From an optimization exercise on the open Yosys and OpenROAD flow, aimed at small area; shortcuts taken in it are not production practice. Only simulation tests tie the RTL to the original design; equivalence was not proved. No activity file was given, so power comes from the tool's default toggle rates.

### flow/design.v
package spwm_pkg;
  localparam int ANGLE_W = 8;
  localparam int SPAN_W  = 12;
  localparam int TICK_W  = 16;
  localparam int PPS_W   = 8;
  localparam int PROD_W  = ANGLE_W + SPAN_W;
  localparam int S91_W   = 19;
  localparam int DEFAULT_MAX_ANGLE = 180;
  localparam logic [TICK_W-1:0] PERIOD_RST    = 16'd20000;
  localparam logic [TICK_W-1:0] MIN_PULSE_RST = 16'd500;
  localparam logic [SPAN_W-1:0] SPAN_RST      = 12'd1900;
  localparam logic [PPS_W-1:0]  PPS_RST       = 8'd50;
  localparam logic [S91_W-1:0]  S91_RST       = 19'd172900;   
  typedef enum logic [1:0] {
    CFG_PERIOD    = 2'd0,
    CFG_MIN_PULSE = 2'd1,
    CFG_SPAN      = 2'd2,
    CFG_PPS       = 2'd3
  } cfg_idx_t;
  typedef enum logic {
    FUNC_TICK = 1'b0,
    FUNC_MOVE = 1'b1
  } func_t;
endpackage
import spwm_pkg::*;
module spwm_width (
  input  logic [ANGLE_W-1:0] angle,
  input  logic [18:0]        s91,
  input  logic [TICK_W-1:0]  min_pulse,
  input  logic [TICK_W-1:0]  period_n,      
  output logic [TICK_W-1:0]  high_width_n   
);
  wire pp1, pp2, pp3, pp4, pp5, pp6, pp7, pp8, pp9, pp10, pp11, pp12, pp13, pp14, pp15, pp16, pp17, pp18, pp19, pp20, pp21, pp22, pp23, pp24, pp25, pp26, pp27, pp28, pp29, pp30, pp31, pp32, pp33, pp34, pp35, pp36, pp37, pp38, pp39, pp40, pp41, pp42, pp43, pp44, pp45, pp46, pp47, pp48, pp49, pp50, pp51, pp52, pp53, pp54, pp55, pp56, pp57, pp58, pp59, pp60, pp61, pp62, pp63, pp64, pp65, pp66, pp67, pp68, pp69, pp70, pp71, pp72, pp73, pp74, pp75, pp76, pp77, pp78, pp79, pp80, pp81, pp82, pp83, pp84, pp85, pp86, pp87, pp88, pp89, pp90, pp91, pp92, pp93, pp94, pp95, pp96, pp97, pp98, pp99, pp100, pp101, pp102, pp103, pp104, pp105, pp106, pp107, pp108, pp109, pp110, pp111, pp112, pp113, pp114, pp115, pp116, pp117, pp118, pp119, pp120, pp121, pp122, pp123, pp124, pp125, pp126, pp127, pp128, pp129, pp130, pp131, pp132, pp133, pp134, hs135, hc136, fs137, fc138, fs139, fc140, fs141, fc142, fs143, fc144, fs145, fc146, fs147, fc148, fs149, fc150, fs151, fc152, fs153, fc154, fs155, fc156, fs157, fc158, fs159, fc160, hs161, hc162, hs163, hc164, fs165, fc166, hs167, hc168, fs169, fc170, fs171, fc172, fs173, fc174, fs175, fc176, fs177, fc178, fs179, fc180, fs181, fc182, fs183, fc184, fs185, fc186, fs187, fc188, fs189, fc190, fs191, fc192, fs193, fc194, fs195, fc196, fs197, fc198, fs199, fc200, fs201, fc202, fs203, fc204, fs205, fc206, fs207, fc208, fs209, fc210, fs211, fc212, fs213, fc214, fs215, fc216, fs217, fc218, fs219, fc220, fs221, fc222, fs223, fc224, fs225, fc226, fs227, fc228, fs229, fc230, hs231, hc232, fs233, fc234, fs235, fc236, fs237, fc238, fs239, fc240, fs241, fc242, fs243, fc244, fs245, fc246, fs247, fc248, fs249, fc250, fs251, fc252, fs253, fc254, fs255, fc256, fs257, fc258, fs259, fc260, fs261, fc262, fs263, fc264, fs265, fc266, fs267, fc268, fs269, fc270, hs271, hc272, fs273, fc274, fs275, fc276, fs277, fc278, fs279, fc280, fs281, fc282, fs283, fc284, fs285, fc286, fs287, fc288, fs289, fc290, fs291, fc292, fs293, fc294, fs295, fc296, fs297, fc298, fs299, fc300, fs301, fc302, fs303, fc304, fs305, fc306, fs307, fc308, fs309, fc310, fs311, fc312, fs313, fc314;
  assign pp1 = ~(angle[0] & s91[0]);
  assign pp2 = ~(angle[0] & s91[1]);
  assign pp3 = ~(angle[0] & s91[2]);
  assign pp4 = ~(angle[0] & s91[3]);
  assign pp5 = ~(angle[0] & s91[4]);
  assign pp6 = ~(angle[0] & s91[5]);
  assign pp7 = ~(angle[0] & s91[6]);
  assign pp8 = ~(angle[0] & s91[7]);
  assign pp9 = ~(angle[0] & s91[8]);
  assign pp10 = ~(angle[0] & s91[9]);
  assign pp11 = ~(angle[0] & s91[10]);
  assign pp12 = ~(angle[0] & s91[11]);
  assign pp13 = ~(angle[0] & s91[12]);
  assign pp14 = ~(angle[0] & s91[13]);
  assign pp15 = ~(angle[0] & s91[14]);
  assign pp16 = ~(angle[0] & s91[15]);
  assign pp17 = ~(angle[0] & s91[16]);
  assign pp18 = ~(angle[0] & s91[17]);
  assign pp19 = ~(angle[0] & s91[18]);
  assign pp20 = ~(angle[1] & s91[0]);
  assign pp21 = ~(angle[1] & s91[1]);
  assign pp22 = ~(angle[1] & s91[2]);
  assign pp23 = ~(angle[1] & s91[3]);
  assign pp24 = ~(angle[1] & s91[4]);
  assign pp25 = ~(angle[1] & s91[5]);
  assign pp26 = ~(angle[1] & s91[6]);
  assign pp27 = ~(angle[1] & s91[7]);
  assign pp28 = ~(angle[1] & s91[8]);
  assign pp29 = ~(angle[1] & s91[9]);
  assign pp30 = ~(angle[1] & s91[10]);
  assign pp31 = ~(angle[1] & s91[11]);
  assign pp32 = ~(angle[1] & s91[12]);
  assign pp33 = ~(angle[1] & s91[13]);
  assign pp34 = ~(angle[1] & s91[14]);
  assign pp35 = ~(angle[1] & s91[15]);
  assign pp36 = ~(angle[1] & s91[16]);
  assign pp37 = ~(angle[1] & s91[17]);
  assign pp38 = ~(angle[1] & s91[18]);
  assign pp39 = ~(angle[2] & s91[0]);
  assign pp40 = ~(angle[2] & s91[1]);
  assign pp41 = ~(angle[2] & s91[2]);
  assign pp42 = ~(angle[2] & s91[3]);
  assign pp43 = ~(angle[2] & s91[4]);
  assign pp44 = ~(angle[2] & s91[5]);
  assign pp45 = ~(angle[2] & s91[6]);
  assign pp46 = ~(angle[2] & s91[7]);
  assign pp47 = ~(angle[2] & s91[8]);
  assign pp48 = ~(angle[2] & s91[9]);
  assign pp49 = ~(angle[2] & s91[10]);
  assign pp50 = ~(angle[2] & s91[11]);
  assign pp51 = ~(angle[2] & s91[12]);
  assign pp52 = ~(angle[2] & s91[13]);
  assign pp53 = ~(angle[2] & s91[14]);
  assign pp54 = ~(angle[2] & s91[15]);
  assign pp55 = ~(angle[2] & s91[16]);
  assign pp56 = ~(angle[2] & s91[17]);
  assign pp57 = ~(angle[2] & s91[18]);
  assign pp58 = ~(angle[3] & s91[0]);
  assign pp59 = ~(angle[3] & s91[1]);
  assign pp60 = ~(angle[3] & s91[2]);
  assign pp61 = ~(angle[3] & s91[3]);
  assign pp62 = ~(angle[3] & s91[4]);
  assign pp63 = ~(angle[3] & s91[5]);
  assign pp64 = ~(angle[3] & s91[6]);
  assign pp65 = ~(angle[3] & s91[7]);
  assign pp66 = ~(angle[3] & s91[8]);
  assign pp67 = ~(angle[3] & s91[9]);
  assign pp68 = ~(angle[3] & s91[10]);
  assign pp69 = ~(angle[3] & s91[11]);
  assign pp70 = ~(angle[3] & s91[12]);
  assign pp71 = ~(angle[3] & s91[13]);
  assign pp72 = ~(angle[3] & s91[14]);
  assign pp73 = ~(angle[3] & s91[15]);
  assign pp74 = ~(angle[3] & s91[16]);
  assign pp75 = ~(angle[3] & s91[17]);
  assign pp76 = ~(angle[3] & s91[18]);
  assign pp77 = ~(angle[4] & s91[0]);
  assign pp78 = ~(angle[4] & s91[1]);
  assign pp79 = ~(angle[4] & s91[2]);
  assign pp80 = ~(angle[4] & s91[3]);
  assign pp81 = ~(angle[4] & s91[4]);
  assign pp82 = ~(angle[4] & s91[5]);
  assign pp83 = ~(angle[4] & s91[6]);
  assign pp84 = ~(angle[4] & s91[7]);
  assign pp85 = ~(angle[4] & s91[8]);
  assign pp86 = ~(angle[4] & s91[9]);
  assign pp87 = ~(angle[4] & s91[10]);
  assign pp88 = ~(angle[4] & s91[11]);
  assign pp89 = ~(angle[4] & s91[12]);
  assign pp90 = ~(angle[4] & s91[13]);
  assign pp91 = ~(angle[4] & s91[14]);
  assign pp92 = ~(angle[4] & s91[15]);
  assign pp93 = ~(angle[4] & s91[16]);
  assign pp94 = ~(angle[4] & s91[17]);
  assign pp95 = ~(angle[4] & s91[18]);
  assign pp96 = ~(angle[5] & s91[0]);
  assign pp97 = ~(angle[5] & s91[1]);
  assign pp98 = ~(angle[5] & s91[2]);
  assign pp99 = ~(angle[5] & s91[3]);
  assign pp100 = ~(angle[5] & s91[4]);
  assign pp101 = ~(angle[5] & s91[5]);
  assign pp102 = ~(angle[5] & s91[6]);
  assign pp103 = ~(angle[5] & s91[7]);
  assign pp104 = ~(angle[5] & s91[8]);
  assign pp105 = ~(angle[5] & s91[9]);
  assign pp106 = ~(angle[5] & s91[10]);
  assign pp107 = ~(angle[5] & s91[11]);
  assign pp108 = ~(angle[5] & s91[12]);
  assign pp109 = ~(angle[5] & s91[13]);
  assign pp110 = ~(angle[5] & s91[14]);
  assign pp111 = ~(angle[5] & s91[15]);
  assign pp112 = ~(angle[5] & s91[16]);
  assign pp113 = ~(angle[5] & s91[17]);
  assign pp114 = ~(angle[5] & s91[18]);
  assign pp115 = ~(angle[6] & s91[0]);
  assign pp116 = ~((angle[7] & s91[0]) | (angle[6] & s91[1]));
  assign pp117 = ~((angle[7] & s91[1]) | (angle[6] & s91[2]));
  assign pp118 = ~((angle[7] & s91[2]) | (angle[6] & s91[3]));
  assign pp119 = ~((angle[7] & s91[3]) | (angle[6] & s91[4]));
  assign pp120 = ~((angle[7] & s91[4]) | (angle[6] & s91[5]));
  assign pp121 = ~((angle[7] & s91[5]) | (angle[6] & s91[6]));
  assign pp122 = ~((angle[7] & s91[6]) | (angle[6] & s91[7]));
  assign pp123 = ~((angle[7] & s91[7]) | (angle[6] & s91[8]));
  assign pp124 = ~((angle[7] & s91[8]) | (angle[6] & s91[9]));
  assign pp125 = ~((angle[7] & s91[9]) | (angle[6] & s91[10]));
  assign pp126 = ~((angle[7] & s91[10]) | (angle[6] & s91[11]));
  assign pp127 = ~((angle[7] & s91[11]) | (angle[6] & s91[12]));
  assign pp128 = ~((angle[7] & s91[12]) | (angle[6] & s91[13]));
  assign pp129 = ~((angle[7] & s91[13]) | (angle[6] & s91[14]));
  assign pp130 = ~((angle[7] & s91[14]) | (angle[6] & s91[15]));
  assign pp131 = ~((angle[7] & s91[15]) | (angle[6] & s91[16]));
  assign pp132 = ~((angle[7] & s91[16]) | (angle[6] & s91[17]));
  assign pp133 = ~((angle[7] & s91[17]) | (angle[6] & s91[18]));
  assign pp134 = ~(angle[7] & s91[18]);
  assign hs135 = ~(pp7 ^ pp25);
  assign hc136 = pp7 | pp25;
  spwm_fa u_fs137 (.a(pp8), .b(pp26), .ci(pp44), .s(fs137), .co(fc138));
  spwm_fa u_fs139 (.a(pp9), .b(pp27), .ci(pp45), .s(fs139), .co(fc140));
  spwm_fa u_fs141 (.a(pp10), .b(pp28), .ci(pp46), .s(fs141), .co(fc142));
  spwm_fa u_fs143 (.a(pp11), .b(pp29), .ci(pp47), .s(fs143), .co(fc144));
  spwm_fa u_fs145 (.a(pp12), .b(pp30), .ci(pp48), .s(fs145), .co(fc146));
  spwm_fa u_fs147 (.a(pp13), .b(pp31), .ci(pp49), .s(fs147), .co(fc148));
  spwm_fa u_fs149 (.a(pp14), .b(pp32), .ci(pp50), .s(fs149), .co(fc150));
  spwm_fa u_fs151 (.a(pp15), .b(pp33), .ci(pp51), .s(fs151), .co(fc152));
  spwm_fa u_fs153 (.a(pp16), .b(pp34), .ci(pp52), .s(fs153), .co(fc154));
  spwm_fa u_fs155 (.a(pp17), .b(pp35), .ci(pp53), .s(fs155), .co(fc156));
  spwm_fa u_fs157 (.a(pp18), .b(pp36), .ci(pp54), .s(fs157), .co(fc158));
  spwm_fa u_fs159 (.a(pp19), .b(pp37), .ci(pp55), .s(fs159), .co(fc160));
  assign hs161 = ~(pp38 ^ pp56);
  assign hc162 = pp38 | pp56;
  assign hs163 = ~(pp5 ^ pp23);
  assign hc164 = pp5 | pp23;
  spwm_fa u_fs165 (.a(pp6), .b(pp24), .ci(pp42), .s(fs165), .co(fc166));
  assign hs167 = ~(pp60 ^ pp78);
  assign hc168 = pp60 | pp78;
  spwm_fa u_fs169 (.a(pp43), .b(pp61), .ci(pp79), .s(fs169), .co(fc170));
  spwm_fa u_fs171 (.a(pp97), .b(pp115), .ci(hs135), .s(fs171), .co(fc172));
  spwm_fa u_fs173 (.a(pp62), .b(pp80), .ci(pp98), .s(fs173), .co(fc174));
  spwm_fa u_fs175 (.a(pp116), .b(fs137), .ci(hc136), .s(fs175), .co(fc176));
  spwm_fa u_fs177 (.a(pp63), .b(pp81), .ci(pp99), .s(fs177), .co(fc178));
  spwm_fa u_fs179 (.a(pp117), .b(fs139), .ci(fc138), .s(fs179), .co(fc180));
  spwm_fa u_fs181 (.a(pp64), .b(pp82), .ci(pp100), .s(fs181), .co(fc182));
  spwm_fa u_fs183 (.a(pp118), .b(fs141), .ci(fc140), .s(fs183), .co(fc184));
  spwm_fa u_fs185 (.a(pp65), .b(pp83), .ci(pp101), .s(fs185), .co(fc186));
  spwm_fa u_fs187 (.a(pp119), .b(fs143), .ci(fc142), .s(fs187), .co(fc188));
  spwm_fa u_fs189 (.a(pp66), .b(pp84), .ci(pp102), .s(fs189), .co(fc190));
  spwm_fa u_fs191 (.a(pp120), .b(fs145), .ci(fc144), .s(fs191), .co(fc192));
  spwm_fa u_fs193 (.a(pp67), .b(pp85), .ci(pp103), .s(fs193), .co(fc194));
  spwm_fa u_fs195 (.a(pp121), .b(fs147), .ci(fc146), .s(fs195), .co(fc196));
  spwm_fa u_fs197 (.a(pp68), .b(pp86), .ci(pp104), .s(fs197), .co(fc198));
  spwm_fa u_fs199 (.a(pp122), .b(fs149), .ci(fc148), .s(fs199), .co(fc200));
  spwm_fa u_fs201 (.a(pp69), .b(pp87), .ci(pp105), .s(fs201), .co(fc202));
  spwm_fa u_fs203 (.a(pp123), .b(fs151), .ci(fc150), .s(fs203), .co(fc204));
  spwm_fa u_fs205 (.a(pp70), .b(pp88), .ci(pp106), .s(fs205), .co(fc206));
  spwm_fa u_fs207 (.a(pp124), .b(fs153), .ci(fc152), .s(fs207), .co(fc208));
  spwm_fa u_fs209 (.a(pp71), .b(pp89), .ci(pp107), .s(fs209), .co(fc210));
  spwm_fa u_fs211 (.a(pp125), .b(fs155), .ci(fc154), .s(fs211), .co(fc212));
  spwm_fa u_fs213 (.a(pp72), .b(pp90), .ci(pp108), .s(fs213), .co(fc214));
  spwm_fa u_fs215 (.a(pp126), .b(fs157), .ci(fc156), .s(fs215), .co(fc216));
  spwm_fa u_fs217 (.a(pp73), .b(pp91), .ci(pp109), .s(fs217), .co(fc218));
  spwm_fa u_fs219 (.a(pp127), .b(fs159), .ci(fc158), .s(fs219), .co(fc220));
  spwm_fa u_fs221 (.a(pp74), .b(pp92), .ci(pp110), .s(fs221), .co(fc222));
  spwm_fa u_fs223 (.a(pp128), .b(hs161), .ci(fc160), .s(fs223), .co(fc224));
  spwm_fa u_fs225 (.a(pp57), .b(pp75), .ci(pp93), .s(fs225), .co(fc226));
  spwm_fa u_fs227 (.a(pp111), .b(pp129), .ci(hc162), .s(fs227), .co(fc228));
  spwm_fa u_fs229 (.a(pp76), .b(pp94), .ci(pp112), .s(fs229), .co(fc230));
  assign hs231 = ~(pp4 ^ pp22);
  assign hc232 = pp4 | pp22;
  spwm_fa u_fs233 (.a(pp41), .b(pp59), .ci(pp77), .s(fs233), .co(fc234));
  spwm_fa u_fs235 (.a(pp96), .b(fs165), .ci(hs167), .s(fs235), .co(fc236));
  spwm_fa u_fs237 (.a(fs169), .b(fs171), .ci(fc166), .s(fs237), .co(fc238));
  spwm_fa u_fs239 (.a(fs173), .b(fs175), .ci(fc170), .s(fs239), .co(fc240));
  spwm_fa u_fs241 (.a(fs177), .b(fs179), .ci(fc174), .s(fs241), .co(fc242));
  spwm_fa u_fs243 (.a(fs181), .b(fs183), .ci(fc178), .s(fs243), .co(fc244));
  spwm_fa u_fs245 (.a(fs185), .b(fs187), .ci(fc182), .s(fs245), .co(fc246));
  spwm_fa u_fs247 (.a(fs189), .b(fs191), .ci(fc186), .s(fs247), .co(fc248));
  spwm_fa u_fs249 (.a(fs193), .b(fs195), .ci(fc190), .s(fs249), .co(fc250));
  spwm_fa u_fs251 (.a(fs197), .b(fs199), .ci(fc194), .s(fs251), .co(fc252));
  spwm_fa u_fs253 (.a(fs201), .b(fs203), .ci(fc198), .s(fs253), .co(fc254));
  spwm_fa u_fs255 (.a(fs205), .b(fs207), .ci(fc202), .s(fs255), .co(fc256));
  spwm_fa u_fs257 (.a(fs209), .b(fs211), .ci(fc206), .s(fs257), .co(fc258));
  spwm_fa u_fs259 (.a(fs213), .b(fs215), .ci(fc210), .s(fs259), .co(fc260));
  spwm_fa u_fs261 (.a(fs217), .b(fs219), .ci(fc214), .s(fs261), .co(fc262));
  spwm_fa u_fs263 (.a(fs221), .b(fs223), .ci(fc218), .s(fs263), .co(fc264));
  spwm_fa u_fs265 (.a(fs225), .b(fs227), .ci(fc222), .s(fs265), .co(fc266));
  spwm_fa u_fs267 (.a(pp130), .b(fs229), .ci(fc226), .s(fs267), .co(fc268));
  spwm_fa u_fs269 (.a(pp95), .b(pp113), .ci(pp131), .s(fs269), .co(fc270));
  assign hs271 = ~(pp3 ^ pp21);
  assign hc272 = pp3 | pp21;
  spwm_fa u_fs273 (.a(pp40), .b(pp58), .ci(hs231), .s(fs273), .co(fc274));
  spwm_fa u_fs275 (.a(hs163), .b(fs233), .ci(hc232), .s(fs275), .co(fc276));
  spwm_fa u_fs277 (.a(hc164), .b(fs235), .ci(fc234), .s(fs277), .co(fc278));
  spwm_fa u_fs279 (.a(hc168), .b(fs237), .ci(fc236), .s(fs279), .co(fc280));
  spwm_fa u_fs281 (.a(fc172), .b(fs239), .ci(fc238), .s(fs281), .co(fc282));
  spwm_fa u_fs283 (.a(fc176), .b(fs241), .ci(fc240), .s(fs283), .co(fc284));
  spwm_fa u_fs285 (.a(fc180), .b(fs243), .ci(fc242), .s(fs285), .co(fc286));
  spwm_fa u_fs287 (.a(fc184), .b(fs245), .ci(fc244), .s(fs287), .co(fc288));
  spwm_fa u_fs289 (.a(fc188), .b(fs247), .ci(fc246), .s(fs289), .co(fc290));
  spwm_fa u_fs291 (.a(fc192), .b(fs249), .ci(fc248), .s(fs291), .co(fc292));
  spwm_fa u_fs293 (.a(fc196), .b(fs251), .ci(fc250), .s(fs293), .co(fc294));
  spwm_fa u_fs295 (.a(fc200), .b(fs253), .ci(fc252), .s(fs295), .co(fc296));
  spwm_fa u_fs297 (.a(fc204), .b(fs255), .ci(fc254), .s(fs297), .co(fc298));
  spwm_fa u_fs299 (.a(fc208), .b(fs257), .ci(fc256), .s(fs299), .co(fc300));
  spwm_fa u_fs301 (.a(fc212), .b(fs259), .ci(fc258), .s(fs301), .co(fc302));
  spwm_fa u_fs303 (.a(fc216), .b(fs261), .ci(fc260), .s(fs303), .co(fc304));
  spwm_fa u_fs305 (.a(fc220), .b(fs263), .ci(fc262), .s(fs305), .co(fc306));
  spwm_fa u_fs307 (.a(fc224), .b(fs265), .ci(fc264), .s(fs307), .co(fc308));
  spwm_fa u_fs309 (.a(fc228), .b(fs267), .ci(fc266), .s(fs309), .co(fc310));
  spwm_fa u_fs311 (.a(fc230), .b(fs269), .ci(fc268), .s(fs311), .co(fc312));
  spwm_fa u_fs313 (.a(pp114), .b(pp132), .ci(fc270), .s(fs313), .co(fc314));
  wire [25:0] ra = {~pp134, ~pp133, ~fs313, ~fs311, ~fs309, ~fs307, ~fs305, ~fs303, ~fs301, ~fs299, ~fs297, ~fs295, ~fs293, ~fs291, ~fs289, ~fs287, ~fs285, ~fs283, ~fs281, ~fs279, ~fs277, ~fs275, ~fs273, ~pp39, ~pp2, ~pp1};
  wire [25:0] rb = {1'b0, ~fc314, ~fc312, ~fc310, ~fc308, ~fc306, ~fc304, ~fc302, ~fc300, ~fc298, ~fc296, ~fc294, ~fc292, ~fc290, ~fc288, ~fc286, ~fc284, ~fc282, ~fc280, ~fc278, ~fc276, ~fc274, ~hc272, ~hs271, ~pp20, 1'b0};
  wire [26:0] v;
  wire vag0_0 = ra[0] & rb[0];
  wire vap0_0 = ra[0] ^ rb[0];
  wire vag1_1 = ra[1] & rb[1];
  wire vap1_1 = ra[1] ^ rb[1];
  wire vag2_2 = ra[2] & rb[2];
  wire vap2_2 = ra[2] ^ rb[2];
  wire vag3_3 = ra[3] & rb[3];
  wire vap3_3 = ra[3] ^ rb[3];
  wire vag4_4 = ra[4] & rb[4];
  wire vap4_4 = ra[4] ^ rb[4];
  wire vag5_5 = ra[5] & rb[5];
  wire vap5_5 = ra[5] ^ rb[5];
  wire vag6_6 = ra[6] & rb[6];
  wire vap6_6 = ra[6] ^ rb[6];
  wire vag7_7 = ra[7] & rb[7];
  wire vap7_7 = ra[7] ^ rb[7];
  wire vag8_8 = ra[8] & rb[8];
  wire vap8_8 = ra[8] ^ rb[8];
  wire vag9_9 = ra[9] & rb[9];
  wire vap9_9 = ra[9] ^ rb[9];
  wire vag10_10 = ra[10] & rb[10];
  wire vap10_10 = ra[10] ^ rb[10];
  wire vag11_11 = ra[11] & rb[11];
  wire vap11_11 = ra[11] ^ rb[11];
  wire vag12_12 = ra[12] & rb[12];
  wire vap12_12 = ra[12] ^ rb[12];
  wire vag13_13 = ra[13] & rb[13];
  wire vap13_13 = ra[13] ^ rb[13];
  wire vag14_14 = ra[14] & rb[14];
  wire vap14_14 = ra[14] ^ rb[14];
  wire vag15_15 = ra[15] & rb[15];
  wire vap15_15 = ra[15] ^ rb[15];
  wire vag16_16 = ra[16] & rb[16];
  wire vap16_16 = ra[16] ^ rb[16];
  wire vag17_17 = ra[17] & rb[17];
  wire vap17_17 = ra[17] ^ rb[17];
  wire vag18_18 = ra[18] & rb[18];
  wire vap18_18 = ra[18] ^ rb[18];
  wire vag19_19 = ra[19] & rb[19];
  wire vap19_19 = ra[19] ^ rb[19];
  wire vag20_20 = ra[20] & rb[20];
  wire vap20_20 = ra[20] ^ rb[20];
  wire vag21_21 = ra[21] & rb[21];
  wire vap21_21 = ra[21] ^ rb[21];
  wire vag22_22 = ra[22] & rb[22];
  wire vap22_22 = ra[22] ^ rb[22];
  wire vag23_23 = ra[23] & rb[23];
  wire vap23_23 = ra[23] ^ rb[23];
  wire vag24_24 = ra[24] & rb[24];
  wire vap24_24 = ra[24] ^ rb[24];
  wire vag25_25 = ra[25] & rb[25];
  wire vap25_25 = ra[25] ^ rb[25];
  wire vag0_1 = vag1_1 | (vap1_1 & vag0_0);
  wire vap0_1 = vap1_1 & vap0_0;
  wire vag2_3 = vag3_3 | (vap3_3 & vag2_2);
  wire vap2_3 = vap3_3 & vap2_2;
  wire vag4_5 = vag5_5 | (vap5_5 & vag4_4);
  wire vap4_5 = vap5_5 & vap4_4;
  wire vag6_7 = vag7_7 | (vap7_7 & vag6_6);
  wire vap6_7 = vap7_7 & vap6_6;
  wire vag8_9 = vag9_9 | (vap9_9 & vag8_8);
  wire vap8_9 = vap9_9 & vap8_8;
  wire vag10_11 = vag11_11 | (vap11_11 & vag10_10);
  wire vap10_11 = vap11_11 & vap10_10;
  wire vag12_13 = vag13_13 | (vap13_13 & vag12_12);
  wire vap12_13 = vap13_13 & vap12_12;
  wire vag14_15 = vag15_15 | (vap15_15 & vag14_14);
  wire vap14_15 = vap15_15 & vap14_14;
  wire vag16_17 = vag17_17 | (vap17_17 & vag16_16);
  wire vap16_17 = vap17_17 & vap16_16;
  wire vag18_19 = vag19_19 | (vap19_19 & vag18_18);
  wire vap18_19 = vap19_19 & vap18_18;
  wire vag20_21 = vag21_21 | (vap21_21 & vag20_20);
  wire vap20_21 = vap21_21 & vap20_20;
  wire vag22_23 = vag23_23 | (vap23_23 & vag22_22);
  wire vap22_23 = vap23_23 & vap22_22;
  wire vag24_25 = vag25_25 | (vap25_25 & vag24_24);
  wire vap24_25 = vap25_25 & vap24_24;
  wire vag0_3 = vag2_3 | (vap2_3 & vag0_1);
  wire vap0_3 = vap2_3 & vap0_1;
  wire vag4_7 = vag6_7 | (vap6_7 & vag4_5);
  wire vap4_7 = vap6_7 & vap4_5;
  wire vag8_11 = vag10_11 | (vap10_11 & vag8_9);
  wire vap8_11 = vap10_11 & vap8_9;
  wire vag12_15 = vag14_15 | (vap14_15 & vag12_13);
  wire vap12_15 = vap14_15 & vap12_13;
  wire vag16_19 = vag18_19 | (vap18_19 & vag16_17);
  wire vap16_19 = vap18_19 & vap16_17;
  wire vag20_23 = vag22_23 | (vap22_23 & vag20_21);
  wire vap20_23 = vap22_23 & vap20_21;
  wire vag0_7 = vag4_7 | (vap4_7 & vag0_3);
  wire vap0_7 = vap4_7 & vap0_3;
  wire vag8_15 = vag12_15 | (vap12_15 & vag8_11);
  wire vap8_15 = vap12_15 & vap8_11;
  wire vag16_23 = vag20_23 | (vap20_23 & vag16_19);
  wire vap16_23 = vap20_23 & vap16_19;
  wire vag0_15 = vag8_15 | (vap8_15 & vag0_7);
  wire vap0_15 = vap8_15 & vap0_7;
  wire vag0_23 = vag16_23 | (vap16_23 & vag0_15);
  wire vap0_23 = vap16_23 & vap0_15;
  wire vag0_11 = vag8_11 | (vap8_11 & vag0_7);
  wire vap0_11 = vap8_11 & vap0_7;
  wire vag0_19 = vag16_19 | (vap16_19 & vag0_15);
  wire vap0_19 = vap16_19 & vap0_15;
  wire vag0_5 = vag4_5 | (vap4_5 & vag0_3);
  wire vap0_5 = vap4_5 & vap0_3;
  wire vag0_9 = vag8_9 | (vap8_9 & vag0_7);
  wire vap0_9 = vap8_9 & vap0_7;
  wire vag0_13 = vag12_13 | (vap12_13 & vag0_11);
  wire vap0_13 = vap12_13 & vap0_11;
  wire vag0_17 = vag16_17 | (vap16_17 & vag0_15);
  wire vap0_17 = vap16_17 & vap0_15;
  wire vag0_21 = vag20_21 | (vap20_21 & vag0_19);
  wire vap0_21 = vap20_21 & vap0_19;
  wire vag0_25 = vag24_25 | (vap24_25 & vag0_23);
  wire vap0_25 = vap24_25 & vap0_23;
  wire vag0_2 = vag2_2 | (vap2_2 & vag0_1);
  wire vap0_2 = vap2_2 & vap0_1;
  wire vag0_4 = vag4_4 | (vap4_4 & vag0_3);
  wire vap0_4 = vap4_4 & vap0_3;
  wire vag0_6 = vag6_6 | (vap6_6 & vag0_5);
  wire vap0_6 = vap6_6 & vap0_5;
  wire vag0_8 = vag8_8 | (vap8_8 & vag0_7);
  wire vap0_8 = vap8_8 & vap0_7;
  wire vag0_10 = vag10_10 | (vap10_10 & vag0_9);
  wire vap0_10 = vap10_10 & vap0_9;
  wire vag0_12 = vag12_12 | (vap12_12 & vag0_11);
  wire vap0_12 = vap12_12 & vap0_11;
  wire vag0_14 = vag14_14 | (vap14_14 & vag0_13);
  wire vap0_14 = vap14_14 & vap0_13;
  wire vag0_16 = vag16_16 | (vap16_16 & vag0_15);
  wire vap0_16 = vap16_16 & vap0_15;
  wire vag0_18 = vag18_18 | (vap18_18 & vag0_17);
  wire vap0_18 = vap18_18 & vap0_17;
  wire vag0_20 = vag20_20 | (vap20_20 & vag0_19);
  wire vap0_20 = vap20_20 & vap0_19;
  wire vag0_22 = vag22_22 | (vap22_22 & vag0_21);
  wire vap0_22 = vap22_22 & vap0_21;
  wire vag0_24 = vag24_24 | (vap24_24 & vag0_23);
  wire vap0_24 = vap24_24 & vap0_23;
  assign v = {vag0_25, vap25_25 ^ vag0_24, vap24_24 ^ vag0_23, vap23_23 ^ vag0_22, vap22_22 ^ vag0_21, vap21_21 ^ vag0_20, vap20_20 ^ vag0_19, vap19_19 ^ vag0_18, vap18_18 ^ vag0_17, vap17_17 ^ vag0_16, vap16_16 ^ vag0_15, vap15_15 ^ vag0_14, vap14_14 ^ vag0_13, vap13_13 ^ vag0_12, vap12_12 ^ vag0_11, vap11_11 ^ vag0_10, vap10_10 ^ vag0_9, vap9_9 ^ vag0_8, vap8_8 ^ vag0_7, vap7_7 ^ vag0_6, vap6_6 ^ vag0_5, vap5_5 ^ vag0_4, vap4_4 ^ vag0_3, vap3_3 ^ vag0_2, vap2_2 ^ vag0_1, vap1_1 ^ vag0_0, vap0_0 ^ 1'b0};
  wire [11:0] h = v[25:14];
  wire [11:0] l = v[13:2];
  wire [11:0] g1 = h & l;
  wire [11:0] p1 = h | l;
  wire [5:0]  g2, p2;
  wire [2:0]  g3, p3;
  for (genvar k = 0; k < 6; k++) begin : g_t2
    assign g2[k] = g1[2*k+1] | (p1[2*k+1] & g1[2*k]);
    assign p2[k] = p1[2*k+1] & p1[2*k];
  end
  for (genvar k = 0; k < 3; k++) begin : g_t3
    assign g3[k] = g2[2*k+1] | (p2[2*k+1] & g2[2*k]);
    assign p3[k] = p2[2*k+1] & p2[2*k];
  end
  wire c = g3[2] | (p3[2] & (g3[1] | (p3[1] & (g3[0] | p3[0]))));
  wire [16:0] sum;
  wire sag0_0 = min_pulse[0] & h[0];
  wire sap0_0 = min_pulse[0] ^ h[0];
  wire sag1_1 = min_pulse[1] & h[1];
  wire sap1_1 = min_pulse[1] ^ h[1];
  wire sag2_2 = min_pulse[2] & h[2];
  wire sap2_2 = min_pulse[2] ^ h[2];
  wire sag3_3 = min_pulse[3] & h[3];
  wire sap3_3 = min_pulse[3] ^ h[3];
  wire sag4_4 = min_pulse[4] & h[4];
  wire sap4_4 = min_pulse[4] ^ h[4];
  wire sag5_5 = min_pulse[5] & h[5];
  wire sap5_5 = min_pulse[5] ^ h[5];
  wire sag6_6 = min_pulse[6] & h[6];
  wire sap6_6 = min_pulse[6] ^ h[6];
  wire sag7_7 = min_pulse[7] & h[7];
  wire sap7_7 = min_pulse[7] ^ h[7];
  wire sag8_8 = min_pulse[8] & h[8];
  wire sap8_8 = min_pulse[8] ^ h[8];
  wire sag9_9 = min_pulse[9] & h[9];
  wire sap9_9 = min_pulse[9] ^ h[9];
  wire sag10_10 = min_pulse[10] & h[10];
  wire sap10_10 = min_pulse[10] ^ h[10];
  wire sag11_11 = min_pulse[11] & h[11];
  wire sap11_11 = min_pulse[11] ^ h[11];
  wire sag12_12 = min_pulse[12] & 1'b0;
  wire sap12_12 = min_pulse[12] ^ 1'b0;
  wire sag13_13 = min_pulse[13] & 1'b0;
  wire sap13_13 = min_pulse[13] ^ 1'b0;
  wire sag14_14 = min_pulse[14] & 1'b0;
  wire sap14_14 = min_pulse[14] ^ 1'b0;
  wire sag15_15 = min_pulse[15] & 1'b0;
  wire sap15_15 = min_pulse[15] ^ 1'b0;
  wire sag0_1 = sag1_1 | (sap1_1 & sag0_0);
  wire sap0_1 = sap1_1 & sap0_0;
  wire sag2_3 = sag3_3 | (sap3_3 & sag2_2);
  wire sap2_3 = sap3_3 & sap2_2;
  wire sag4_5 = sag5_5 | (sap5_5 & sag4_4);
  wire sap4_5 = sap5_5 & sap4_4;
  wire sag6_7 = sag7_7 | (sap7_7 & sag6_6);
  wire sap6_7 = sap7_7 & sap6_6;
  wire sag8_9 = sag9_9 | (sap9_9 & sag8_8);
  wire sap8_9 = sap9_9 & sap8_8;
  wire sag10_11 = sag11_11 | (sap11_11 & sag10_10);
  wire sap10_11 = sap11_11 & sap10_10;
  wire sag12_13 = sag13_13 | (sap13_13 & sag12_12);
  wire sap12_13 = sap13_13 & sap12_12;
  wire sag14_15 = sag15_15 | (sap15_15 & sag14_14);
  wire sap14_15 = sap15_15 & sap14_14;
  wire sag0_3 = sag2_3 | (sap2_3 & sag0_1);
  wire sap0_3 = sap2_3 & sap0_1;
  wire sag4_7 = sag6_7 | (sap6_7 & sag4_5);
  wire sap4_7 = sap6_7 & sap4_5;
  wire sag8_11 = sag10_11 | (sap10_11 & sag8_9);
  wire sap8_11 = sap10_11 & sap8_9;
  wire sag12_15 = sag14_15 | (sap14_15 & sag12_13);
  wire sap12_15 = sap14_15 & sap12_13;
  wire sag0_7 = sag4_7 | (sap4_7 & sag0_3);
  wire sap0_7 = sap4_7 & sap0_3;
  wire sag8_15 = sag12_15 | (sap12_15 & sag8_11);
  wire sap8_15 = sap12_15 & sap8_11;
  wire sag0_15 = sag8_15 | (sap8_15 & sag0_7);
  wire sap0_15 = sap8_15 & sap0_7;
  wire sag0_11 = sag8_11 | (sap8_11 & sag0_7);
  wire sap0_11 = sap8_11 & sap0_7;
  wire sag0_5 = sag4_5 | (sap4_5 & sag0_3);
  wire sap0_5 = sap4_5 & sap0_3;
  wire sag0_9 = sag8_9 | (sap8_9 & sag0_7);
  wire sap0_9 = sap8_9 & sap0_7;
  wire sag0_13 = sag12_13 | (sap12_13 & sag0_11);
  wire sap0_13 = sap12_13 & sap0_11;
  wire sag0_2 = sag2_2 | (sap2_2 & sag0_1);
  wire sap0_2 = sap2_2 & sap0_1;
  wire sag0_4 = sag4_4 | (sap4_4 & sag0_3);
  wire sap0_4 = sap4_4 & sap0_3;
  wire sag0_6 = sag6_6 | (sap6_6 & sag0_5);
  wire sap0_6 = sap6_6 & sap0_5;
  wire sag0_8 = sag8_8 | (sap8_8 & sag0_7);
  wire sap0_8 = sap8_8 & sap0_7;
  wire sag0_10 = sag10_10 | (sap10_10 & sag0_9);
  wire sap0_10 = sap10_10 & sap0_9;
  wire sag0_12 = sag12_12 | (sap12_12 & sag0_11);
  wire sap0_12 = sap12_12 & sap0_11;
  wire sag0_14 = sag14_14 | (sap14_14 & sag0_13);
  wire sap0_14 = sap14_14 & sap0_13;
  assign sum = {(sag0_15 | (sap0_15 & c)), sap15_15 ^ (sag0_14 | (sap0_14 & c)), sap14_14 ^ (sag0_13 | (sap0_13 & c)), sap13_13 ^ (sag0_12 | (sap0_12 & c)), sap12_12 ^ (sag0_11 | (sap0_11 & c)), sap11_11 ^ (sag0_10 | (sap0_10 & c)), sap10_10 ^ (sag0_9 | (sap0_9 & c)), sap9_9 ^ (sag0_8 | (sap0_8 & c)), sap8_8 ^ (sag0_7 | (sap0_7 & c)), sap7_7 ^ (sag0_6 | (sap0_6 & c)), sap6_6 ^ (sag0_5 | (sap0_5 & c)), sap5_5 ^ (sag0_4 | (sap0_4 & c)), sap4_4 ^ (sag0_3 | (sap0_3 & c)), sap3_3 ^ (sag0_2 | (sap0_2 & c)), sap2_2 ^ (sag0_1 | (sap0_1 & c)), sap1_1 ^ (sag0_0 | (sap0_0 & c)), sap0_0 ^ c};
  wire [16:0] rs;
  wire [16:0] rc;
  spwm_ha u_room0 (.a(period_n[0]), .b(min_pulse[0]), .s(rs[0]), .co(rc[1]));
  for (genvar k = 1; k < 16; k++) begin : g_room
    spwm_fa u_room (.a(period_n[k]), .b(min_pulse[k]), .ci(rc[k]), .s(rs[k]), .co(rc[k+1]));
  end
  assign rs[16] = rc[16];
  wire        room_neg = rs[16];
  wire        room_big = ~&rs[15:12];
  wire [12:0] gt;
  assign gt[0] = 1'b0;
  for (genvar k = 0; k < 12; k++) begin : g_gt
    assign gt[k+1] = (h[k] & rs[k]) | (h[k] & gt[k]) | (rs[k] & gt[k]);
  end
  wire        h_gt = gt[12];
  wire        h_eq = &(h ^ rs[11:0]);
  wire        over = room_neg | (!room_big & (h_gt | (c & h_eq)));
  assign high_width_n = over ? period_n : ~sum[15:0];
endmodule
module spwm_fa (
  input  logic a,
  input  logic b,
  input  logic ci,
  output logic s,
  output logic co
);
  assign s  = a ^ b ^ ci;
  assign co = (a & b) | (ci & (a ^ b));
endmodule
module spwm_ha (
  input  logic a,
  input  logic b,
  output logic s,
  output logic co
);
  assign s  = a ^ b;
  assign co = a & b;
endmodule
module spwm_maj (
  input  logic a,
  input  logic b,
  input  logic c,
  output logic y
);
  assign y = (a & b) | (a & c) | (b & c);
endmodule
import spwm_pkg::*;
module servo_pwm_sweep_generator (
  input  logic        clk,
  input  logic        rst_n,
  input  logic        in_tvalid,
  output logic        in_tready,
  input  logic [15:0] in_tdata,
  input  logic        in_tuser,
  output logic        out_tvalid,
  input  logic        out_tready,
  output logic [15:0] out_tdata,
  input  logic        cfg_valid,
  output logic        cfg_ready,
  input  logic [1:0]  cfg_index,
  input  logic [15:0] cfg_data
);
  function automatic logic [7:0] step8(input logic [7:0] a, input logic up,
                                       input logic en);
    logic [7:0] r;
    logic       c;
    integer     i;
    begin
      c = en;
      for (i = 0; i < 8; i = i + 1) begin
        r[i] = a[i] ^ c;
        c    = c & ~(a[i] ^ up);
      end
      step8 = r;
    end
  endfunction
  function automatic logic [7:0] clamp180(input logic [7:0] x);
    logic gt;
    begin
      gt = x[7] & (x[6] | (x[5] & x[4] & (x[3] | (x[2] & (x[1] | x[0])))));
      clamp180 = gt ? 8'd180 : x;
    end
  endfunction
  logic [S91_W-1:0] s91_new;
  wire ts1, tc2, ts3, tc4, ts5, tc6, ts7, tc8, ts9, tc10, ts11, tc12;
  wire ts13, tc14, ts15, tc16, ts17, tc18, ts19, tc20, ts21, tc22, ts23, tc24;
  wire ts25, tc26, ts27, tc28, ts29, tc30, ts31, tc32, ts33, tc34, ts35, tc36;
  wire ts37, tc38, ts39, tc40, ts41, tc42, ts43, tc44, ts45, tc46, ts47, tc48;
  wire ts49, tc50, ts51, tc52, ts53, tc54, ts55, tc56, ts57, tc58, ts59, tc60;
  wire ts61, tc62, ts63, tc64, ts65, tc66, ts67, tc68, ts69, tc70, ts71, tc72;
  wire ts73, tc74, ts75, tc76, ts77, tc78, ts79, tc80, ts81, tc82, ts83, tc84;
  wire ts85, tc86, ts87, tc88, ts89, tc90, ts91, tc92, ts93, tc94, ts95, tc96;
  spwm_ha u_ts1 (.a(cfg_data[0]), .b(cfg_data[2]), .s(ts1), .co(tc2));
  spwm_fa u_ts3 (.a(cfg_data[1]), .b(cfg_data[3]), .ci(cfg_data[4]), .s(ts3), .co(tc4));
  spwm_fa u_ts5 (.a(cfg_data[2]), .b(cfg_data[4]), .ci(cfg_data[5]), .s(ts5), .co(tc6));
  spwm_fa u_ts7 (.a(cfg_data[3]), .b(cfg_data[5]), .ci(cfg_data[6]), .s(ts7), .co(tc8));
  spwm_fa u_ts9 (.a(cfg_data[4]), .b(cfg_data[6]), .ci(cfg_data[7]), .s(ts9), .co(tc10));
  spwm_fa u_ts11 (.a(cfg_data[5]), .b(cfg_data[7]), .ci(cfg_data[8]), .s(ts11), .co(tc12));
  spwm_ha u_ts13 (.a(cfg_data[6]), .b(cfg_data[8]), .s(ts13), .co(tc14));
  spwm_ha u_ts15 (.a(cfg_data[0]), .b(cfg_data[1]), .s(ts15), .co(tc16));
  spwm_fa u_ts17 (.a(cfg_data[1]), .b(cfg_data[2]), .ci(cfg_data[4]), .s(ts17), .co(tc18));
  spwm_fa u_ts19 (.a(cfg_data[3]), .b(cfg_data[5]), .ci(cfg_data[6]), .s(ts19), .co(tc20));
  spwm_fa u_ts21 (.a(cfg_data[6]), .b(cfg_data[7]), .ci(ts3), .s(ts21), .co(tc22));
  spwm_fa u_ts23 (.a(cfg_data[7]), .b(cfg_data[8]), .ci(ts5), .s(ts23), .co(tc24));
  spwm_fa u_ts25 (.a(cfg_data[8]), .b(cfg_data[9]), .ci(ts7), .s(ts25), .co(tc26));
  spwm_fa u_ts27 (.a(cfg_data[9]), .b(cfg_data[10]), .ci(ts9), .s(ts27), .co(tc28));
  spwm_fa u_ts29 (.a(cfg_data[10]), .b(cfg_data[11]), .ci(ts11), .s(ts29), .co(tc30));
  spwm_fa u_ts31 (.a(cfg_data[9]), .b(cfg_data[11]), .ci(ts13), .s(ts31), .co(tc32));
  spwm_fa u_ts33 (.a(cfg_data[7]), .b(cfg_data[9]), .ci(cfg_data[10]), .s(ts33), .co(tc34));
  spwm_ha u_ts35 (.a(cfg_data[8]), .b(cfg_data[10]), .s(ts35), .co(tc36));
  spwm_ha u_ts37 (.a(cfg_data[0]), .b(cfg_data[2]), .s(ts37), .co(tc38));
  spwm_fa u_ts39 (.a(cfg_data[3]), .b(cfg_data[4]), .ci(ts15), .s(ts39), .co(tc40));
  spwm_fa u_ts41 (.a(cfg_data[5]), .b(ts17), .ci(tc16), .s(ts41), .co(tc42));
  spwm_fa u_ts43 (.a(ts1), .b(ts19), .ci(tc18), .s(ts43), .co(tc44));
  spwm_fa u_ts45 (.a(tc2), .b(ts21), .ci(tc20), .s(ts45), .co(tc46));
  spwm_fa u_ts47 (.a(tc4), .b(ts23), .ci(tc22), .s(ts47), .co(tc48));
  spwm_fa u_ts49 (.a(tc6), .b(ts25), .ci(tc24), .s(ts49), .co(tc50));
  spwm_fa u_ts51 (.a(tc8), .b(ts27), .ci(tc26), .s(ts51), .co(tc52));
  spwm_fa u_ts53 (.a(tc10), .b(ts29), .ci(tc28), .s(ts53), .co(tc54));
  spwm_fa u_ts55 (.a(tc12), .b(ts31), .ci(tc30), .s(ts55), .co(tc56));
  spwm_fa u_ts57 (.a(tc14), .b(ts33), .ci(tc32), .s(ts57), .co(tc58));
  spwm_fa u_ts59 (.a(cfg_data[11]), .b(ts35), .ci(tc34), .s(ts59), .co(tc60));
  spwm_fa u_ts61 (.a(cfg_data[9]), .b(cfg_data[11]), .ci(tc36), .s(ts61), .co(tc62));
  spwm_ha u_ts63 (.a(cfg_data[0]), .b(cfg_data[1]), .s(ts63), .co(tc64));
  spwm_fa u_ts65 (.a(cfg_data[1]), .b(cfg_data[2]), .ci(tc64), .s(ts65), .co(tc66));
  spwm_fa u_ts67 (.a(cfg_data[3]), .b(ts37), .ci(tc66), .s(ts67), .co(tc68));
  spwm_fa u_ts69 (.a(ts39), .b(tc38), .ci(tc68), .s(ts69), .co(tc70));
  spwm_fa u_ts71 (.a(ts41), .b(tc40), .ci(tc70), .s(ts71), .co(tc72));
  spwm_fa u_ts73 (.a(ts43), .b(tc42), .ci(tc72), .s(ts73), .co(tc74));
  spwm_fa u_ts75 (.a(ts45), .b(tc44), .ci(tc74), .s(ts75), .co(tc76));
  spwm_fa u_ts77 (.a(ts47), .b(tc46), .ci(tc76), .s(ts77), .co(tc78));
  spwm_fa u_ts79 (.a(ts49), .b(tc48), .ci(tc78), .s(ts79), .co(tc80));
  spwm_fa u_ts81 (.a(ts51), .b(tc50), .ci(tc80), .s(ts81), .co(tc82));
  spwm_fa u_ts83 (.a(ts53), .b(tc52), .ci(tc82), .s(ts83), .co(tc84));
  spwm_fa u_ts85 (.a(ts55), .b(tc54), .ci(tc84), .s(ts85), .co(tc86));
  spwm_fa u_ts87 (.a(ts57), .b(tc56), .ci(tc86), .s(ts87), .co(tc88));
  spwm_fa u_ts89 (.a(ts59), .b(tc58), .ci(tc88), .s(ts89), .co(tc90));
  spwm_fa u_ts91 (.a(ts61), .b(tc60), .ci(tc90), .s(ts91), .co(tc92));
  spwm_fa u_ts93 (.a(cfg_data[10]), .b(tc62), .ci(tc92), .s(ts93), .co(tc94));
  spwm_ha u_ts95 (.a(cfg_data[11]), .b(tc94), .s(ts95), .co(tc96));
  assign s91_new = {tc96, ts95, ts93, ts91, ts89, ts87, ts85, ts83, ts81, ts79, ts77, ts75, ts73, ts71, ts69, ts67, ts65, ts63, cfg_data[0]};
  logic [TICK_W-1:0]  period_n, min_pulse_r;
  logic [S91_W-1:0]   s91_r;      
  logic [PPS_W-1:0]   pps_n;
  logic [TICK_W-1:0]  tick_r;
  logic [PPS_W-1:0]   pcount_r;
  logic [ANGLE_W-1:0] angle_r, goal_n;
  logic [TICK_W-1:0]  width_n;
  logic               moving_r;
  logic               out_valid_r, pin_r, reject_r, stepped_r;
  logic               up_r;       
  logic               in_acc, is_move, move_ok, tick_mv;
  logic [ANGLE_W-1:0] start_cl, target_cl, a_step, a_load, shown;
  logic [TICK_W:0]    tick_inc;
  logic [PPS_W-1:0]   pcount_inc;
  logic               wrap, pwrap, at_goal, up, step, stop;
  logic [TICK_W-1:0]  new_width_n;
  logic               pin_lt;
  assign cfg_ready  = 1'b1;
  assign in_tready  = !out_valid_r || out_tready;
  assign in_acc     = in_tvalid && in_tready;
  assign is_move    = in_tuser;
  assign move_ok    = is_move && !moving_r;
  assign tick_mv    = !is_move && moving_r;
  assign start_cl   = clamp180(in_tdata[7:0]);
  assign target_cl  = clamp180(in_tdata[15:8]);
  logic [TICK_W:0] tick_cy;
  logic [PPS_W:0]  pcount_cy;
  assign tick_inc[0]   = ~tick_r[0];
  assign tick_cy[1]    = tick_r[0];
  assign pcount_inc[0] = ~pcount_r[0];
  assign pcount_cy[1]  = pcount_r[0];
  for (genvar i = 1; i < TICK_W; i++) begin : g_tick_inc
    spwm_ha u_ha (.a(tick_r[i]), .b(tick_cy[i]), .s(tick_inc[i]), .co(tick_cy[i+1]));
  end
  assign tick_inc[TICK_W] = tick_cy[TICK_W];
  for (genvar i = 1; i < PPS_W; i++) begin : g_pcount_inc
    spwm_ha u_ha (.a(pcount_r[i]), .b(pcount_cy[i]), .s(pcount_inc[i]), .co(pcount_cy[i+1]));
  end
  logic [TICK_W:1]    wrap_nb, pin_nb;
  logic [PPS_W:1]     pwrap_nb;
  logic [ANGLE_W:1]   up_nb;
  logic [ANGLE_W-1:0] target_n;
  assign wrap_nb[1]  = tick_inc[0] | period_n[0];
  assign pin_nb[1]   = tick_r[0] | width_n[0];
  assign pwrap_nb[1] = pcount_inc[0] | pps_n[0];
  assign up_nb[1]    = start_cl[0] | target_n[0];
  for (genvar i = 1; i < TICK_W; i++) begin : g_cmp16
    spwm_maj u_wrap (.a(tick_inc[i]), .b(period_n[i]), .c(wrap_nb[i]), .y(wrap_nb[i+1]));
    spwm_maj u_pin  (.a(tick_r[i]),   .b(width_n[i]),  .c(pin_nb[i]),  .y(pin_nb[i+1]));
  end
  for (genvar i = 1; i < PPS_W; i++) begin : g_cmp8
    spwm_maj u_pwrap (.a(pcount_inc[i]), .b(pps_n[i]),  .c(pwrap_nb[i]), .y(pwrap_nb[i+1]));
    spwm_maj u_up    (.a(start_cl[i]),   .b(target_n[i]), .c(up_nb[i]),  .y(up_nb[i+1]));
  end
  assign wrap       = tick_inc[TICK_W] | wrap_nb[TICK_W];
  assign pwrap      = pwrap_nb[PPS_W];
  assign pin_lt     = ~pin_nb[TICK_W];
  assign at_goal    = &(angle_r ^ goal_n);
  assign target_n   = ~target_cl;
  assign up         = up_r;
  assign step       = tick_mv && wrap && pwrap && !at_goal;
  assign stop       = tick_mv && wrap && pwrap && at_goal;
  assign a_step     = step8(angle_r, up, 1'b1);
  assign a_load     = is_move ? start_cl : a_step;
  spwm_width u_width (
    .angle      (a_load),
    .s91        (s91_r),
    .min_pulse  (min_pulse_r),
    .period_n   (period_n),
    .high_width_n (new_width_n)
  );
  always_ff @(posedge clk) begin
    if (!rst_n) begin
      period_n    <= ~PERIOD_RST;
      min_pulse_r <= MIN_PULSE_RST;
      s91_r       <= S91_RST;
      pps_n       <= ~PPS_RST;
    end else if (cfg_valid) begin
      case (cfg_index)
        CFG_PERIOD:    period_n    <= ~cfg_data;
        CFG_MIN_PULSE: min_pulse_r <= cfg_data;
        CFG_SPAN:      s91_r       <= s91_new;
        default:       pps_n       <= ~cfg_data[PPS_W-1:0];
      endcase
    end
  end
  always_ff @(posedge clk) begin
    if (!rst_n) begin
      moving_r    <= 1'b0;
      angle_r     <= '0;
      out_valid_r <= 1'b0;
    end else begin
      out_valid_r <= in_acc || (out_valid_r && !out_tready);
      if (in_acc) begin
        if (move_ok) begin
          moving_r <= 1'b1;
          angle_r  <= start_cl;
        end else if (stop) begin
          moving_r <= 1'b0;
        end else if (step) begin
          angle_r  <= a_step;
        end
      end
    end
  end
  always_ff @(posedge clk) begin
    if (in_acc) begin
      if (move_ok) begin
        goal_n   <= target_n;
        up_r     <= ~up_nb[ANGLE_W];
        tick_r   <= '0;
        pcount_r <= '0;
      end else if (tick_mv) begin
        if (wrap) begin
          tick_r   <= '0;
          pcount_r <= pwrap ? '0 : pcount_inc;
        end else begin
          tick_r   <= tick_inc[TICK_W-1:0];
        end
      end
      if (move_ok || step) width_n <= new_width_n;
      pin_r     <= tick_mv && pin_lt;
      reject_r  <= is_move && moving_r;
      stepped_r <= step;
    end
  end
  assign shown = step8(angle_r, !up_r, stepped_r);
  assign out_tvalid = out_valid_r;
  assign out_tdata  = {5'b0, reject_r, moving_r, shown, pin_r};
endmodule
### flow/flow/run.sh
#!/bin/bash
# The standard layout, with the port buffers that buffer_ports puts on every
# input and output made the smallest buffer cell. Each tool's full output goes
# to a log file of its own in this folder (ORFS's own step logs stay under
# orfs/logs/).
set -euo pipefail
export BUFFER_PORTS_ARGS="-buffer_cell sky130_fd_sc_hd__buf_1"
bash standard.sh finish > standard_flow.log 2>&1
### flow/standard.sh
#!/bin/bash
# synth_recipe.tcl (not shown) runs the flow's synth.tcl, then flattens the netlist and writes it again
# the make line also repeats each setting of config.mk as NAME=value (left out here)
make -C /OpenROAD-flow-scripts/flow DESIGN_CONFIG=/design/flow/config.mk WORK_HOME=/design/flow/orfs CLKGATE_MAP_FILE= SYNTH_SCRIPT=/design/flow/synth_recipe.tcl "${@:-finish}"
### flow/config.mk
export PLATFORM = sky130hd
export DESIGN_NAME = servo_pwm_sweep_generator
export DESIGN_NICKNAME = servo_pwm_sweep_generator
export VERILOG_FILES = /design/flow/design.v
export SDC_FILE = /design/flow/constraint.sdc
export NUM_CORES = 4
export LEC_CHECK = 0
export CAP_MARGIN = 20
export CORE_MARGIN = 2
export CORE_UTILIZATION = 40
export CTS_BUF_LIST = sky130_fd_sc_hd__clkbuf_8
export SLEW_MARGIN = 20
export SYNTH_HIERARCHICAL = 1
### flow/constraint.sdc
create_clock -name core_clock -period 12.0 [get_ports {clk}]
set_input_delay 2.4000 -clock core_clock [delete_from_list [all_inputs] [get_ports {clk}]]
set_output_delay 2.4000 -clock core_clock [all_outputs]
set_load 0.01 [all_outputs]
==> run summary <==
Critical path
The flop-to-flop setup slack is 2960 ps. The slowest stage of the critical path belongs to the cell fa_1. The required time at the worst-slack endpoint is 12150 ps. The worst setup path is captured at a flip-flop. The launching element type of the critical path is an input pin. The worst stage delay on the critical path is 560 ps. For the worst flop-to-flop path, the logic depth is 28. The cell type with the highest occurrence count on the critical path is fa_1. The signal arrival time at the worst endpoint is around 11000 ps. The worst flop-to-flop path startpoint is angle_r[0]. The critical path is of the input pin to flip-flop type. The capturing point of the worst reg2reg path is width_n[1]. The largest driver fanout on the critical path is 19.

Power
The power per standard cell area is between 300 and 400 nW/um2. IR analysis of the VDD net gives a maximum drop of 0.2100 mV. The net switching share of the total power is 48.77%. The clock group share of total power is 8.9%.

Registers are responsible for 15.1% of the overall power. The total leakage power is 0.005135 uW. The net load switching power is approximately 1900 uW.

The power share of the combinational group is 75.9%. The internal power of the cells is 2012 uW. The overall power of the completed layout is 3927 uW.

Clock tree
After clock tree synthesis, the clock-pin slew on the worst setup and hold paths is 70 ps. The tree built by TritonCTS fans out to 121 sinks. In this run the post-CTS setup repair buffer count came out at 0. Once the clock tree was built, the resizer swapped 0 gates to a different size. The number of clock buffers inserted by TritonCTS is 17.

The maximum number of buffers from clock root to sink is 2. The CTS tree is yes. The total of hold buffers inserted after clock tree synthesis is 0. The clock latency reported for the late side of the worst-skew pair is 440 ps. The number of levels the H-tree was split into is 4. The CTS root buffer is clkbuf_8.

Detailed routing
The pre-antenna-repair detailed-routing pass consisted of 5 iterations. The total via count after detailed routing is 8757. The detail route stage leaves a number of antenna-violating nets equal to 0. In this run, the number of DRC markers left after iteration 0 of detailed routing was approximately 500. The mean number of vias per cell is approximately 5.3. Summed over all layers, the routed wires come to 27.96 mm. In the routed design, unresolved DRC markers number 0.

The average wire per standard cell is 16.98 um.

STA
Derived from the worst setup path, the maximum achievable clock frequency is 95.84 MHz. The worst path needs between 10000 and 15000 ps of the cycle, external delays included. In the final timing run, aggregate negative setup slack is 0 ps.

The post-route clock period utilization is between 80 and 90%. Setup repair after global routing left no endpoint under its margin. On the final layout, the worst clock skew is around 14 ps. The final hold violation count is 0. The number of max-slew violations in the final report is 0. The count of final setup violators is 0. The slew of the pin with the lowest slew margin is between 1000 and 1500 ps. The worst pin sits at a relative slew slack of 27.49%.

Flow run
Across the run, the number of max-cap violations was 0.

GRT
The first global-routing pass estimated 46.28 mm of wire. The initial antenna violation count is 0. Summed over all layers, the global routing overflow is 0. Entering global routing, the biggest net connects 35 pins. The number of global-route vias before repair is 8745. The total global routing track utilization is 18.85%.

Yosys
In this run the cell area of the synthesized design comes to 12000 um2. For this run, asynchronously set or reset flops after synthesis account for 0%. The count of cell types in the netlist is 79.

The yosys synthesis warning count is 7. The cell count after synthesis is 1228. The share of the Yosys chip area taken by registers is 24.52%. In this run the mean area of a mapped cell was around 9.8 um2. The post-synthesis register bit count is 121. Among all flip-flop cells after synthesis, the most frequent one is dfxtp_1. Yosys mapped a number of flops with a built-in enable equal to 52.

Placed design
The final estimated routing congestion in global placement is 0.9028. The count of buffers added on input and output ports is 52. The HPWL after detailed placement is approximately 22 mm.

Floorplan
The total area inside the core boundary comes to 29560 um2. The number of ports placed on the die boundary is 59. The initial utilization of the core area, before any placement, comes to 40.61%. The die is 177.2 um wide. The floorplan step defined a die boundary enclosing 31410 um2. The floorplan has 63 rows. In this run the vertical extent of the chip is 177.2 um.

Final layout
Cells with a size suffix above 1 make up 9.865% of the layout. The final layout contains between 1500 and 2000 nets. The layout overhead on the synthesized area is 7.172%. The count of antenna diodes in the layout is 0.

Hold path
The start point of the worst hold path is pps_n[0]. The hold path endpoint is pps_n[0]. In this run the worst hold path is classified as flip-flop to flip-flop. Along the worst hold path, the cell count comes to 2.

Run status
The run finished with no timing, DRC or antenna violations.
-- modules after synthesis, one instance, submodules excluded --
module / area, um2 / cells inside / times used / flip-flops and latches
spwm_fa: 20.02 / 1 / 140 / 0
servo_pwm_sweep_generator: 5149 / 514 / 1 / 121
spwm_ha: 12.51 / 1 / 30 / 0
spwm_maj: 11.26 / 1 / 44 / 0
spwm_width: 3181 / 500 / 1 / 0
-- power by group through the flow --
stage          registers (uW)  logic, uW  clock network, uW
5_1_grt                   601       3350                380
3_3_place_gp              603       2930                  0
2_1_floorplan             575       2290                  0
3_5_place_dp              604       2970                  0
6_report                  594       2980                351
4_1_cts                   594       2990                361
-- sequential cells by signal, summed over array words and instances (netlist names) --
signal,flops
out_valid_r,1
pcount_r,8
reject_r,1
pin_r,1
period_n,16
up_r,1
pps_n,8
s91_r,19
width_n,16
moving_r,1
min_pulse_r,16
tick_r,16
goal_n,8
stepped_r,1
angle_r,8
-- critical path, delay by kind of cell --
| family | cells | cell delay [ps] |
|---|---|---|
| buffers and inverters | 3 | 400 |
| adder cells (fa/ha/maj) | 6 | 2910 |
| AND/OR/NAND/NOR | 4 | 420 |
| AO/OA/AOI/OAI | 19 | 4430 |
-- synth_stat cells (all sizes together) (8+ instances only) --
cell | number | area [um2]
a211oi | 11 | 82.58
a21o | 16 | 121.4
a21oi | 63 | 319.1
a22oi | 19 | 142.6
a31oi | 8 | 65.06
and2 | 41 | 257.8
buf | 27 | 171.4
clkbuf | 47 | 186.4
dfxtp | 69 | 1381
edfxtp | 52 | 1562
fa | 153 | 3063
ha | 85 | 1064
inv | 86 | 322.8
maj3 | 47 | 526.8
nand2 | 218 | 818.3
nand2b | 12 | 75.07
nand3 | 19 | 100.1
nand4 | 9 | 56.30
nor2 | 59 | 221.5
nor3 | 12 | 65.06
o211ai | 26 | 200.2
o21a | 8 | 60.06
o21ai | 32 | 171.4
xnor2 | 24 | 232.7
xor2 | 17 | 148.9
-- per-stage QoR --
stage / hold slack [ps] / setup slack (ps) / instances / utilization [%] / area (um2)
after floorplan: 435.1 / 1789 / 1232 / - / 12020
after global routing: 531.1 / 997.1 / 1647 / 43.52 / 12860
after detailed placement: 468.1 / 1128 / 1615 / 42.20 / 12470
final: 484.2 / 1565 / 1647 / 43.52 / 12860
after global placement: 458.1 / 1352 / 1615 / 42.20 / 12470
after CTS: 485.3 / 1611 / 1647 / 43.49 / 12860
-- cell usage in the layout (no fill, tap or decap), types with 5 or more instances in the layout --
cell | netlist | final
buf_4 | 14 | 15
clkinv_4 | 0 | 6
nor2b_1 | 5 | 5
o21a_1 | 8 | 8
dfxtp_1 | 69 | 69
a21oi_1 | 62 | 62
nand4_1 | 9 | 9
nor3_1 | 11 | 10
and2_1 | 40 | 40
nor2_1 | 59 | 58
clkbuf_8 | 1 | 19
buf_1 | 9 | 52
nand2b_1 | 12 | 12
inv_1 | 86 | 86
nand2_1 | 218 | 218
o211ai_1 | 25 | 25
xnor2_1 | 21 | 21
a21o_1 | 15 | 15
a22oi_1 | 19 | 19
o21ai_2 | 3 | 6
xor2_1 | 17 | 17
mux2i_1 | 5 | 5
fa_1 | 153 | 153
a211oi_1 | 11 | 11
maj3_2 | 45 | 45
a31oi_1 | 7 | 7
ha_1 | 85 | 85
edfxtp_1 | 52 | 52
nand3_1 | 18 | 18
conb_1 | 2 | 6
o21ai_0 | 28 | 25
-- per-layer routing --
metal | vias to the layer above | track usage, % | wire length, um
met3 | 28 | 2.341 | 1146
met4 | 0 | 5.234 | 501
li1 | 4179 | - | -
met5 | - | 0 | 0
met1 | 4334 | 27.38 | 13520
met2 | 216 | 29.57 | 12790
-- final cells by class --
class	instances	area (um2)
sequential	121	2943
fill	2910	16700
multi-input combinational	950	8416
clock buffer	19	261.5
timing repair buffer	67	307.8
inverter	87	326.6
clock inverter	13	121.4
tap	390	488.0
-- cell families (layout without fill, tap and decap cells) --
kind of cell	count (synthesis)	in the layout	share of synthesized area, %
flops	121	121	24.52
mux	8	8	0.6984
fa+ha+maj	285	285	38.77
other cells	2	6	0.06257
compound gates	211	211	12.03
buf+inv	161	186	5.702
simple gates	399	399	15.04
xor+xnor	41	41	3.179
-- worst max path at each step --
stage	endpoint	startpoint
after floorplan	width_n[12]	in_tdata[2]
after global placement	width_n[12]	in_tdata[2]
after detailed placement	width_n[12]	in_tdata[2]
after CTS	width_n[12]	in_tdata[2]
after global routing	width_n[12]	in_tdata[3]
final	width_n[12]	in_tdata[3]

static timing again, ports no longer ideal:
Ports are ideal in the flow. The routed layout listed here was re-timed in OpenROAD. Step 1: set_driving_cell puts a clkbuf_16 on clk and a buf_2 on each other input, an assumption about the parent block. Step 2 moves the port delays by t, midway between the first and last clock arrival at a register: inputs arrive t later, outputs are due t later. That takes back most of the time a late clock gives input paths. a / b / c = ideal / step 1 / step 2; a / b = the first two.
shift t [ns]: 0.474
setup slack, ns: 1.565 / 1.582 / 1.108
worst hold slack (ns): 0.484 / 0.484 / 0.484
After both steps this run still meets setup and hold. The setup slack of this run moves by +0.017 ns with the drivers and by -0.457 ns with both steps.
